Source: an optimization exercise on an open RTL-to-GDS flow (aim: small area). Production flows keep margins and buffers that such runs may drop.
Only simulation tests tie the RTL to the original design; equivalence was not proved.
Power is estimated from default activity; no workload was simulated.

Design fpau_top, start of the top module:
module fpau_top
(
	input  logic                    pclk,
	input  logic                    rst_n,
	input  logic                    psel,
	input  logic                    penable,
	input  logic                    pwrite,
	input  logic [5-1:0] paddr,
	input  fpau_pkg::fp_word_t      pwdata,
	output fpau_pkg::fp_word_t      prdata,
	output logic                    pready,
	output logic                    pslverr
);
	logic [31:0] opa_q;
	logic [31:0] opb_q;
	logic [31:0] opa_n;    
	logic [31:0] opb_n;
	assign opa_q = ~opa_n;
	assign opb_q = ~opb_n;
	logic [3:0]  op_q;
	logic        uns_q;
	logic [31:0] res_q;
	logic [31:0] res_n;    
	assign res_q = ~res_n;
	logic        done_q;
	logic        pend_q;    
	logic access, wr, wr_a, wr_b, launch;
	assign access = psel && penable;
	assign wr     = access && pwrite;
	assign wr_a   = wr && paddr == 5'h00;
	assign wr_b   = wr && paddr == 5'h04;
	assign launch = wr && paddr == 5'h08;
	assign pready  = 1'b1;
	assign pslverr = access && ((paddr[4] && paddr[3:0] != 4'd0)
		|| (pwrite && (paddr == 5'h0C || paddr == 5'h10)));
	logic rd_a, rd_b, rd_c, rd_r, rd_s;
	assign rd_a = paddr == 5'h00;
	assign rd_b = paddr == 5'h04;
	assign rd_c = paddr == 5'h08;
	assign rd_r = paddr == 5'h0C;
	assign rd_s = paddr == 5'h10;
	always_comb
	begin
		prdata = res_y | ({32{rd_r}} & res_q);
		prdata[3:0] = prdata[3:0] | ({4{rd_c}} & op_q);
		prdata[4] = prdata[4] | (rd_c && uns_q);
		prdata[0] = prdata[0] | (rd_s && done_q);
	end
	logic [31:0] res_y;
	logic [31:0] res_c;
	logic [31:0] res_b;
	logic        conv_b;
	logic        kill_b;
	fpau_unit_a u_unit_a (
		.a   (opa_q),
		.b   (opb_q),
		.op  (pwdata[3:0]),
		.uns   (pwdata[4]),
		.op_en (pwrite),
		.rd_a  (rd_a),
		.rd_b  (rd_b),
		.y     (res_y),
		.yc    (res_c)
	);
	fpau_unit_b u_unit_b (
		.s    (res_q),
		.a    (opa_q),
		.op   (op_q),
		.uns  (uns_q),
		.conv (conv_b),
		.kill (kill_b),
		.y    (res_b)
	);
	logic ld_a, hd_a, ld_b, hd_b, ld_r, hd_r;
	assign ld_a = rst_n && wr_a;
	assign hd_a = rst_n && !wr_a;
	assign ld_b = rst_n && wr_b;
	assign hd_b = rst_n && !wr_b;
	logic ld_c, hd_c;
	assign ld_c = rst_n && launch;
	assign hd_c = rst_n && !launch;
	logic fin_r;
	assign fin_r = rst_n && pend_q && conv_b && !kill_b;    
	assign ld_r = rst_n && launch;
	assign hd_r = rst_n && !launch && !(pend_q && conv_b);
	always_ff @(posedge pclk)
	begin
  ...
Size: roughly 950 cells after synthesis, roughly 100 flip-flops.
clock: 10.0 ns
lec_check: 0
abc_area: 1
cap_margin: 20
core_margin: 2
core_utilization: 40
slew_margin: 20
standard.sh (not shown) runs the stock make flow with config.mk's settings and CLKGATE_MAP_FILE= SYNTH_SCRIPT=/design/flow/synth_recipe.tcl, a recipe that flattens the netlist after the stock synthesis.
==> flow/flow/run.sh <==
#!/bin/bash
# Own layout flow: the standard ORFS flow, with
#  - combinational logic mapped by ABC with each flow/abc_*.abc script,
#    keeping the smallest (registers come
#    from the unchanged synthesis script, so their names and cells match the
#    standard synthesis; checked below against a reference run),
#  - no half/full adder extraction (ABC maps those gates too),
#  - minimum-size port buffers,
#  - clock tree of clkbuf_8 without dummy loads.
set -euo pipefail
W=$(pwd)
F=$W/flow

# reference: the standard synthesis, in its own work folder
sed -e "s#WORK_HOME=[^ ]*#WORK_HOME=$W/orfs_ref#" standard.sh > std_ref.sh
bash std_ref.sh synth > log_ref_synth.log 2>&1

# own synthesis script: synth_recipe.tcl with ABC run once per script in
# flow/abc_*.abc, keeping the smallest mapping
{
	cat <<'EOT'
proc abc {args} {
  set i [lsearch -exact $args -script]
  set lib [lindex $args [expr {[lsearch -exact $args -liberty] + 1}]]
  design -save own_pre_abc
  set best -1
  foreach script [lsort [glob $::env(OWN_ABC_DIR)/abc_*.abc]] {
    design -load own_pre_abc
    lset args [expr {$i + 1}] $script
    yosys abc {*}$args
    set out [tee -q -s result.string stat -liberty $lib]
    regexp {Chip area for module[^:]*:\s*([0-9.]+)} $out -> area
    puts "own abc: $script area $area"
    if {$best < 0 || $area < $best} {
      set best $area
      design -save own_best_abc
    }
  }
  design -load own_best_abc
  puts "own abc: kept area $best"
}
EOT
	cat synth_recipe.tcl
} > own_synth.tcl
export OWN_ABC_DIR=$F
sed -e "s#SYNTH_SCRIPT=[^ ]*#SYNTH_SCRIPT=$W/own_synth.tcl#" standard.sh > own.sh

EXTRA=(
	"BUFFER_PORTS_ARGS=-buffer_cell sky130_fd_sc_hd__buf_1"
	"ADDER_MAP_FILE="
	"CTS_ARGS=-sink_clustering_enable -repair_clock_nets -dont_use_dummy_load -buf_list sky130_fd_sc_hd__clkbuf_8"
)
bash own.sh "${EXTRA[@]}" synth > log_own_synth.log 2>&1

# the registers must be the standard synthesis's: same names, same cells
R=orfs_ref/results/sky130hd/fpau_top/base/1_2_yosys.v
O=orfs/results/sky130hd/fpau_top/base/1_2_yosys.v
grep -E '^\s*sky130_fd_sc_hd__(df|edf|sdf)' $R | awk '{print $1, $2}' | sort > regs_ref.txt
grep -E '^\s*sky130_fd_sc_hd__(df|edf|sdf)' $O | awk '{print $1, $2}' | sort > regs_own.txt
if ! cmp -s regs_ref.txt regs_own.txt; then
	echo "register mismatch with the standard synthesis" | tee log_regcheck.log
	exit 1
fi
echo "registers match: $(wc -l < regs_own.txt)" > log_regcheck.log

bash own.sh "${EXTRA[@]}" finish > log_own_finish.log 2>&1
==> flow/flow/abc_d3ms1.abc <==
strash
ifraig
dc2
&get -n
&deepsyn -T 60 -S 1
&put
dch -f
map -a
strash
dch -f
map -a
strash
dch -f
amap -F 10 -A 50 -m
topo
==> flow/flow/abc_d3ms1q.abc <==
strash
ifraig
dc2
&get -n
&deepsyn -T 60 -S 1
&put
dch -f
amap -F 10 -A 50 -m
topo
==> flow/flow/abc_d3ms2.abc <==
strash
ifraig
dc2
&get -n
&deepsyn -T 60 -S 2
&put
dch -f
map -a
strash
dch -f
map -a
strash
dch -f
amap -F 10 -A 50 -m
topo
==> flow/flow/abc_d3ms3.abc <==
strash
ifraig
dc2
&get -n
&deepsyn -T 60 -S 3
&put
dch -f
map -a
strash
dch -f
map -a
strash
dch -f
amap -F 10 -A 50 -m
topo
==> flow/flow/abc_d3ms4.abc <==
strash
ifraig
dc2
&get -n
&deepsyn -T 60 -S 4
&put
dch -f
map -a
strash
dch -f
map -a
strash
dch -f
amap -F 10 -A 50 -m
topo
==> flow/flow/abc_d3ms5.abc <==
strash
ifraig
dc2
&get -n
&deepsyn -T 60 -S 5
&put
dch -f
map -a
strash
dch -f
map -a
strash
dch -f
amap -F 10 -A 50 -m
topo
==> flow/flow/abc_d3ms6.abc <==
strash
ifraig
dc2
&get -n
&deepsyn -T 60 -S 6
&put
dch -f
map -a
strash
dch -f
map -a
strash
dch -f
amap -F 10 -A 50 -m
topo
==> flow/flow/abc_d3ms7.abc <==
strash
ifraig
dc2
&get -n
&deepsyn -T 60 -S 7
&put
dch -f
map -a
strash
dch -f
map -a
strash
dch -f
amap -F 10 -A 50 -m
topo
==> flow/flow/abc_d3ms8.abc <==
strash
ifraig
dc2
&get -n
&deepsyn -T 60 -S 8
&put
dch -f
map -a
strash
dch -f
map -a
strash
dch -f
amap -F 10 -A 50 -m
topo
==> flow/flow/abc_d3s1.abc <==
strash
ifraig
dc2
&get -n
&deepsyn -T 60 -S 1
&put
dch -f
map -a
strash
dch -f
map -a
strash
dch -f
amap -F 10 -A 50
topo
Other scripts of this flow, unchanged in this note and not shown: flow/flow/abc_d3.abc, flow/flow/abc_d3m.abc
The starting point ran to the end with no violations.
==> next run, changes <==
==> flow/flow/abc_b7.abc (new file) <==
strash
ifraig
balance
 rewrite
 refactor
 balance
 rewrite
 rewrite -z
 balance
 refactor -z
 rewrite -z
 balance
dch -f
map -a
strash
dch -f
amap -F 10 -A 50
topo
==> flow/flow/abc_c3.abc (new file) <==
strash
ifraig
dc2
dch -f
map -a
strash
dch -f
map -a
strash
dch -f
amap -F 10 -A 50
topo
removed: flow/flow/abc_d3ms1.abc
removed: flow/flow/abc_d3ms1q.abc
removed: flow/flow/abc_d3ms2.abc
removed: flow/flow/abc_d3ms3.abc
removed: flow/flow/abc_d3ms4.abc
removed: flow/flow/abc_d3ms5.abc
removed: flow/flow/abc_d3ms6.abc
removed: flow/flow/abc_d3ms7.abc
removed: flow/flow/abc_d3ms8.abc
removed: flow/flow/abc_d3s1.abc
Result:
- The new run went through all stages and came out clean
- core utilization went up by 0.62 points
- area after synthesis went up by 3.4%
- sequential share of layout area went down by 0.75 points
- setup slack is worse by 0.085 ns
- hold slack hardly moves
- via count went up by 3.9%
- cell count went up by 2.2%
- combinational power went down by 21%
- design area went up by 2.8%
- die area went up by 3.3%

## what the ideal ports hide
How much do the figures lean on ideal ports? The routed layouts below were timed once more, with nothing changed but the port constraints.
Step 1: set_driving_cell puts a clkbuf_16 on pclk and a buf_2 on each other input, an assumption about the parent block.
Step 2 times the ports against the registers' clock, not the clock port: input delays grow and output delays shrink by t, the midpoint of the rising clock arrivals with the driver on.
Three values: ideal ports, drivers, drivers and shift; two values: the first two.
| run | shift t [ns] | slack for setup (ns) | slew at the worst register clock pin (ns) |
|---|---|---|---|
| the first run | 0.419 | 0.795 / 0.811 / 0.392 | 0.10 / 0.10 |
| the second run | 0.420 | 0.710 / 0.731 / 0.311 | 0.10 / 0.10 |
After both steps every run listed still meets setup and hold. The setup slack of the first run, which loses most, moves by +0.016 ns with the drivers and by -0.403 ns with both steps.
